Source: an optimization exercise on an open RTL-to-GDS flow (aim: small area, a short achievable clock period and few clock cycles per item). Production flows keep margins and buffers that such runs may drop. RTL that was checked went through simulation tests only; none was proved equivalent to the original.

==> inputs of trial 50 <==
==> flow/design.v (excerpt) <==
module mac_accumulator #(
  parameter int WIDTH     = 25,
  parameter int ACC_WIDTH = 64
) (
  input  logic                 clk,
  input  logic                 rst,
  input  logic                 in_valid,
  output logic                 in_ready,
  input  logic [WIDTH-1:0]     in_a,
  input  logic [WIDTH-1:0]     in_x,
  input  logic                 in_last,
  output logic                 out_valid,
  input  logic                 out_ready,
  output logic [ACC_WIDTH-1:0] out_sum,
  output logic [15:0]          out_count,
  output logic                 out_ovf
);
  logic in_ready_q, skid_v, v0, v1, outv, cont;
  logic adv, accept;
  assign adv      = ~(outv & ~out_ready);
  assign accept   = in_valid & in_ready_q;
  assign in_ready = in_ready_q;
  logic [24:0] skid_a, skid_x;
  logic        skid_l;
  logic [24:0] s0_a;
  logic [12:0] s0_one, s0_two;
  logic [11:0] s0_neg;
  logic        l0;
  logic [24:0] m_a, m_x;
  logic        m_l;
  logic [25:0] xe;
  logic [12:0] e_one, e_two, e_neg;
  assign m_a = skid_v ? skid_a : in_a;
  assign m_x = skid_v ? skid_x : in_x;
  assign m_l = skid_v ? skid_l : in_last;
  assign xe  = {1'b0, m_x};
  always_comb begin
    for (int i = 0; i < 13; i++) begin
      logic b2, b1, b0;
      b2 = xe[2*i+1];
      b1 = xe[2*i];
      b0 = (i == 0) ? 1'b0 : xe[2*i-1];
      e_one[i] = b1 ^ b0;
      e_two[i] = (b2 & ~b1 & ~b0) | (~b2 & b1 & b0);
      e_neg[i] = b2 & ~(b1 & b0);
    end
  end
  always_ff @(posedge clk or posedge rst) begin
    if (rst) begin
      in_ready_q <= 1'b1;
      skid_v     <= 1'b0;
      v0         <= 1'b0;
      v1         <= 1'b0;
      outv       <= 1'b0;
      cont       <= 1'b0;
    end else begin
      if (adv) begin
        skid_v     <= 1'b0;
        in_ready_q <= 1'b1;
        v0         <= skid_v | accept;
  ...
Settings: LEC_CHECK=0, CAP_MARGIN=20, CORE_MARGIN=2, CORE_UTILIZATION=40, PLACE_DENSITY=0.75, SLEW_MARGIN=20, SYNTH_HIERARCHICAL=1, SYNTH_MINIMUM_KEEP_SIZE=0; clock period 12.0 ns.
standard.sh (not shown) runs the stock make flow with config.mk's settings and CLKGATE_MAP_FILE= SYNTH_SCRIPT=/design/flow/synth_recipe.tcl, a recipe that flattens the netlist after the stock synthesis.
==> flow/flow/run.sh <==
#!/bin/bash
# The standard layout (standard.sh) with two changes: repair_timing aims for
# 8.3 ns of setup slack on the 12 ns clock (so the achieved period shrinks), and the
# port buffers that buffer_ports inserts use sky130_fd_sc_hd__buf_2.
set -euo pipefail
EXTRA='SETUP_SLACK_MARGIN=8.3 "BUFFER_PORTS_ARGS=-buffer_cell sky130_fd_sc_hd__buf_2"'
sed "s|^make -C |make $EXTRA -C |" standard.sh > standard_tuned.sh
bash standard_tuned.sh > flow_make.log 2>&1
==> build 59 (differences from trial 50) <==
--- a/flow/design.v
+++ b/flow/design.v
@@ -33,36 +33,12 @@
   input  logic ph,
   input  logic gl,
   output logic g
 );
   assign g = gh | (ph & gl);
 endmodule
-module mac_x3 (
-  input  logic a,
-  input  logic b,
-  input  logic c,
-  output logic y
-);
-  assign y = a ^ b ^ c;
-endmodule
-module mac_mj (
-  input  logic a,
-  input  logic b,
-  input  logic c,
-  output logic y
-);
-  assign y = (a & b) | (a & c) | (b & c);
-endmodule
-module mac_mux2 (
-  input  logic s,
-  input  logic a,
-  input  logic b,
-  output logic y
-);
-  assign y = s ? a : b;
-endmodule
 module mac_accumulator #(
   parameter int WIDTH     = 25,
   parameter int ACC_WIDTH = 64
 ) (
   input  logic                 clk,
   input  logic                 rst,
@@ -1872,12 +1848,13 @@
   logic [15:0] cnt;
   logic        ovf;
   logic [49:0] g_lo, cs_s;
   logic [50:0] cs_c;
   logic [13:0] g_hi;
   logic [50:0] lo_sum;
+  logic        inc;
   logic [13:0] hi_p1;
   assign hi_p1 = g_hi + 14'd1;
   assign g_lo = cont ? acc[49:0] : 50'd0;
   assign g_hi = cont ? acc[63:50] : 14'd0;
   assign cs_c[0] = 1'b0;
   for (genvar j = 0; j < 50; j++) begin : g_csa
@@ -2315,31 +2292,18 @@
   assign lo_sum[45] = pa_p[45] ^ pg1197;
   assign lo_sum[46] = pa_p[46] ^ pg1198;
   assign lo_sum[47] = pa_p[47] ^ pg1199;
   assign lo_sum[48] = pa_p[48] ^ pg1200;
   assign lo_sum[49] = pa_p[49] ^ pg1201;
   assign lo_sum[50] = pg1202;
-  logic        inc_if_c, inc_if_nc, ovf_if_c, ovf_if_nc, hi_ones;
-  logic [13:0] hi_if_c, hi_if_nc, hi_d;
-  logic        ovf_d;
-  assign inc_if_c  = cs_c[50] | s1_d;
-  assign inc_if_nc = cs_c[50] & s1_d;
-  assign hi_ones   = &g_hi;
-  assign hi_if_c   = inc_if_c  ? hi_p1 : g_hi;
-  assign hi_if_nc  = inc_if_nc ? hi_p1 : g_hi;
-  assign ovf_if_c  = (ovf & cont) | (inc_if_c & hi_ones);
-  assign ovf_if_nc = (ovf & cont) | (inc_if_nc & hi_ones);
-  for (genvar k = 0; k < 14; k++) begin : g_hisel
-    mac_mux2 u_mux (.s(lo_sum[50]), .a(hi_if_c[k]), .b(hi_if_nc[k]), .y(hi_d[k]));
-  end
-  mac_mux2 u_ovf_mux (.s(lo_sum[50]), .a(ovf_if_c), .b(ovf_if_nc), .y(ovf_d));
+  assign inc  = (cs_c[50] & lo_sum[50]) | (cs_c[50] & s1_d) | (lo_sum[50] & s1_d);
   always_ff @(posedge clk) begin
     if (adv && v1) begin
       acc[49:0]  <= lo_sum[49:0];
-      acc[63:50] <= hi_d;
-      ovf        <= ovf_d;
+      acc[63:50] <= inc ? hi_p1 : g_hi;
+      ovf        <= (ovf & cont) | (inc & (&g_hi));
       cnt        <= cont ? ((&cnt) ? cnt : cnt + 16'd1) : 16'd1;
     end
   end
   assign out_valid = outv;
   assign out_sum   = acc;
   assign out_count = cnt;
==> flow/flow/run.sh (replaced) <==
#!/bin/bash
# The standard layout (standard.sh) with two changes: repair_timing aims for
# 8.0 ns of setup slack on the 12 ns clock (so the achieved period shrinks), and the
# port buffers that buffer_ports inserts use sky130_fd_sc_hd__buf_2.
set -euo pipefail
EXTRA='SETUP_SLACK_MARGIN=8.0 "BUFFER_PORTS_ARGS=-buffer_cell sky130_fd_sc_hd__buf_2"'
sed "s|^make -C |make $EXTRA -C |" standard.sh > standard_tuned.sh
bash standard_tuned.sh > flow_make.log 2>&1
--- a/flow/config.mk
+++ b/flow/config.mk
@@ -5,10 +5,9 @@
 export SDC_FILE = /design/flow/constraint.sdc
 export NUM_CORES = 4
 export LEC_CHECK = 0
 export CAP_MARGIN = 20
 export CORE_MARGIN = 2
 export CORE_UTILIZATION = 40
-export PLACE_DENSITY = 0.75
 export SLEW_MARGIN = 20
 export SYNTH_HIERARCHICAL = 1
 export SYNTH_MINIMUM_KEEP_SIZE = 0
==> trial 83 (differences from trial 50) <==
==> flow/flow/run.sh (replaced) <==
#!/bin/bash
# The standard layout (standard.sh) with two changes: repair_timing aims for
# 8.5 ns of setup slack on the 12 ns clock (so the achieved period shrinks), and the
# port buffers that buffer_ports inserts use sky130_fd_sc_hd__buf_2.
set -euo pipefail
EXTRA='SETUP_SLACK_MARGIN=8.5 "BUFFER_PORTS_ARGS=-buffer_cell sky130_fd_sc_hd__buf_2"'
sed "s|^make -C |make $EXTRA -C |" standard.sh > standard_tuned.sh
bash standard_tuned.sh > flow_make.log 2>&1
--- a/flow/config.mk
+++ b/flow/config.mk
@@ -5,10 +5,9 @@
 export SDC_FILE = /design/flow/constraint.sdc
 export NUM_CORES = 4
 export LEC_CHECK = 0
 export CAP_MARGIN = 20
 export CORE_MARGIN = 2
 export CORE_UTILIZATION = 40
-export PLACE_DENSITY = 0.75
 export SLEW_MARGIN = 20
 export SYNTH_HIERARCHICAL = 1
 export SYNTH_MINIMUM_KEEP_SIZE = 0
==> trial 55 (differences from trial 50) <==
==> flow/config.mk (replaced) <==
export PLATFORM = sky130hd
export DESIGN_NAME = mac_accumulator
export DESIGN_NICKNAME = mac_accumulator
export VERILOG_FILES = /design/flow/design.v
export SDC_FILE = /design/flow/constraint.sdc
export NUM_CORES = 4
export LEC_CHECK = 0
export CAP_MARGIN = 20
export CORE_MARGIN = 2
export CORE_UTILIZATION = 55
export SLEW_MARGIN = 20
export SYNTH_HIERARCHICAL = 1
export SYNTH_MINIMUM_KEEP_SIZE = 0
==> summary of the runs <==
- Worst hold slack, highest first: trial 55, trial 83, trial 50, build 59.
- In flip-flop and latch count, trial 50 and trial 55 do not differ.
- The highest critical path depth belongs to build 59, the lowest to trial 50.
- Between trial 50 and trial 55, the lower core utilization is in trial 50 (gap 17 points).
- Register-to-register slack: build 59 < trial 50 < trial 83 < trial 55.
- Setup slack: build 59 is worse than trial 55 (0.31 ns).
Testbench counts of trial 50, summed over its fixed seeds: cycles 16,312, beats 16,288.
Testbench counts of trial 83, summed over its fixed seeds: cycles 16,312, beats 16,288.
Testbench counts of trial 55, summed over its fixed seeds: cycles 16,312, beats 16,288.
No functional check of the RTL was part of build 59.


==> inputs of trial 79 <==
Starting RTL as in the previous note.
clock: 12.0 ns
lec_check: 0
cap_margin: 20
core_margin: 2
core_utilization: 40
cts_cluster_diameter: 120
cts_cluster_size: 22
slew_margin: 20
synth_hierarchical: 1
synth_minimum_keep_size: 0
==> flow/flow/run.sh <==
#!/bin/bash
# The standard layout (standard.sh) with two changes: repair_timing aims for
# 8.3 ns of setup slack on the 12 ns clock (so the achieved period shrinks), and the
# port buffers that buffer_ports inserts use sky130_fd_sc_hd__buf_2.
set -euo pipefail
EXTRA='SETUP_SLACK_MARGIN=8.3 "BUFFER_PORTS_ARGS=-buffer_cell sky130_fd_sc_hd__buf_2"'
sed "s|^make -C |make $EXTRA -C |" standard.sh > standard_tuned.sh
bash standard_tuned.sh > flow_make.log 2>&1
==> build 50: changes against trial 79 <==
==> flow/flow/run.sh (replaced) <==
#!/bin/bash
# The standard layout (standard.sh) with two changes: repair_timing aims for
# 8.2 ns of setup slack on the 12 ns clock (so the achieved period shrinks), and the
# port buffers that buffer_ports inserts use sky130_fd_sc_hd__buf_2.
set -euo pipefail
EXTRA='SETUP_SLACK_MARGIN=8.2 "BUFFER_PORTS_ARGS=-buffer_cell sky130_fd_sc_hd__buf_2"'
sed "s|^make -C |make $EXTRA -C |" standard.sh > standard_tuned.sh
bash standard_tuned.sh > flow_make.log 2>&1
Settings changed: CTS_CLUSTER_DIAMETER 120 to unset, CTS_CLUSTER_SIZE 22 to unset.
==> comparison table <==
| item | trial 79 | build 50 |
|---|---|---|
| Clock tree skew after final layout | 0.0348 ns | 0.0338 ns |
| Clock-pin slew on the worst setup and hold paths | 0.10 ns | 0.06 ns |
| Final Instance Count excl. Fillers | 3167 | 3210 |
| Worst-case setup slack after placement | 7.45 ns | 7.45 ns |
| Status | no timing/DRC/antenna violations | no timing/DRC/antenna violations |
| Post-CTS setup-driven buffer insertion count | 15 | 18 |
| DR vias/cell | 5.81 | 5.79 |
| Fin worst setup slack | 8.29 ns | 8.23 ns |
| Clkbuf count | 24 | 48 |
| Routed vias | 18400 | 18600 |
Testbench counts of trial 79, summed over its fixed seeds: cycles 16,312, beats 16,288.
Testbench counts of build 50, summed over its fixed seeds: cycles 16,312, beats 16,288.


==> try-yarrow: inputs <==
mac_accumulator again, from the RTL that the note above started with.
==> flow/config.mk <==
export PLATFORM = sky130hd
export DESIGN_NAME = mac_accumulator
export DESIGN_NICKNAME = mac_accumulator
export VERILOG_FILES = /design/flow/design.v
export SDC_FILE = /design/flow/constraint.sdc
export NUM_CORES = 4
export LEC_CHECK = 0
export CAP_MARGIN = 20
export CORE_MARGIN = 2
export CORE_UTILIZATION = 40
export CTS_CLUSTER_DIAMETER = 120
export CTS_CLUSTER_SIZE = 25
export SLEW_MARGIN = 20
export SYNTH_HIERARCHICAL = 1
export SYNTH_MINIMUM_KEEP_SIZE = 0
==> flow/constraint.sdc <==
create_clock -name core_clock -period 12.0 [get_ports {clk}]
set_input_delay 2.4000 -clock core_clock [delete_from_list [all_inputs] [get_ports {clk}]]
set_output_delay 2.4000 -clock core_clock [all_outputs]
set_load 0.01 [all_outputs]
==> flow/flow/run.sh <==
#!/bin/bash
# The standard layout (standard.sh) with two changes: repair_timing aims for
# 8.2 ns of setup slack on the 12 ns clock (so the achieved period shrinks), and the
# port buffers that buffer_ports inserts use sky130_fd_sc_hd__buf_2.
set -euo pipefail
EXTRA='SETUP_SLACK_MARGIN=8.2 "BUFFER_PORTS_ARGS=-buffer_cell sky130_fd_sc_hd__buf_2"'
sed "s|^make -C |make $EXTRA -C |" standard.sh > standard_tuned.sh
bash standard_tuned.sh > flow_make.log 2>&1
==> try-willow: changes against try-yarrow <==
==> flow/flow/run.sh (replaced) <==
#!/bin/bash
# The standard layout (standard.sh) with two changes: repair_timing aims for
# 8.0 ns of setup slack on the 12 ns clock (so the achieved period shrinks), and the
# port buffers that buffer_ports inserts use sky130_fd_sc_hd__buf_2.
set -euo pipefail
EXTRA='SETUP_SLACK_MARGIN=8.0 "BUFFER_PORTS_ARGS=-buffer_cell sky130_fd_sc_hd__buf_2"'
sed "s|^make -C |make $EXTRA -C |" standard.sh > standard_tuned.sh
bash standard_tuned.sh > flow_make.log 2>&1
- CTS_CLUSTER_DIAMETER: 120 -> not set
- CTS_CLUSTER_SIZE: 25 -> not set
==> flow_summary.yaml <==
run_status:
  status: "no timing/DRC/antenna violations"
setup_path:
  cp_num_buf_inv: 2
routing:
  num_vias: 18400
  dr.pass1.iters: 9
Source of the figures above: try-yarrow

==> flow_summary.yaml <==
global_routing:
  busiest_layer: "met2"
setup_path:
  max_stage_delay_ns: 0.62
routing:
  num_vias: 18500
  dr.pass1.iters: 6
run_status:
  status: "no timing/DRC/antenna violations"
Source of the figures above: try-willow

Testbench counts of try-yarrow, summed over its fixed seeds: cycles 16,312, beats 16,288.
Testbench counts of try-willow, summed over its fixed seeds: cycles 16,312, beats 16,288.

==> what the ideal ports hide <==
The flow's constraints put no driver on any port. The routed layouts listed below were extracted and timed again, unchanged, in two steps.
Step 1 assumes that a clkbuf_16 drives the clock port and a buf_2 every other input.
Step 2 moves the port delays by t, midway between the first and last clock arrival at a register: inputs arrive t later, outputs are due t later. That takes back most of the time a late clock gives input paths.
a / b / c = ideal ports / drivers / drivers and shift; a / b = the first two.
run | shift t [ns] | setup slack, ns | worst setup path at the end | latest minus earliest clock arrival (ns) | worst slew at a driven data input, ns
trial 50 | 0.607 | 8.235 / 8.235 / 7.899 | input to register | 0.015 / 0.015 | 0.07
build 59 | 0.611 | 7.965 / 7.965 / 7.706 | input to register | 0.023 / 0.024 | 0.05
trial 83 | 0.605 | 8.260 / 8.260 / 8.070 | input to register | 0.018 / 0.018 | 0.04
trial 55 | 0.615 | 8.279 / 8.274 / 7.898 | input to register | 0.021 / 0.021 | 0.05
trial 79 | 0.607 | 8.294 / 8.283 / 7.857 | input to register | 0.035 / 0.035 | 0.07
build 50 | 0.613 | 8.233 / 8.228 / 7.759 | input to register | 0.034 / 0.034 | 0.06
try-yarrow | 0.589 | 8.205 / 8.205 / 7.780 | input to register | 0.035 / 0.035 | 0.06
try-willow | 0.611 | 8.068 / 8.068 / 7.728 | input to register | 0.029 / 0.029 | 0.05
After both steps every run listed still meets setup and hold. For build 50, which loses most, drivers alone change the setup slack by -0.005 ns; drivers and shift together by -0.474 ns.
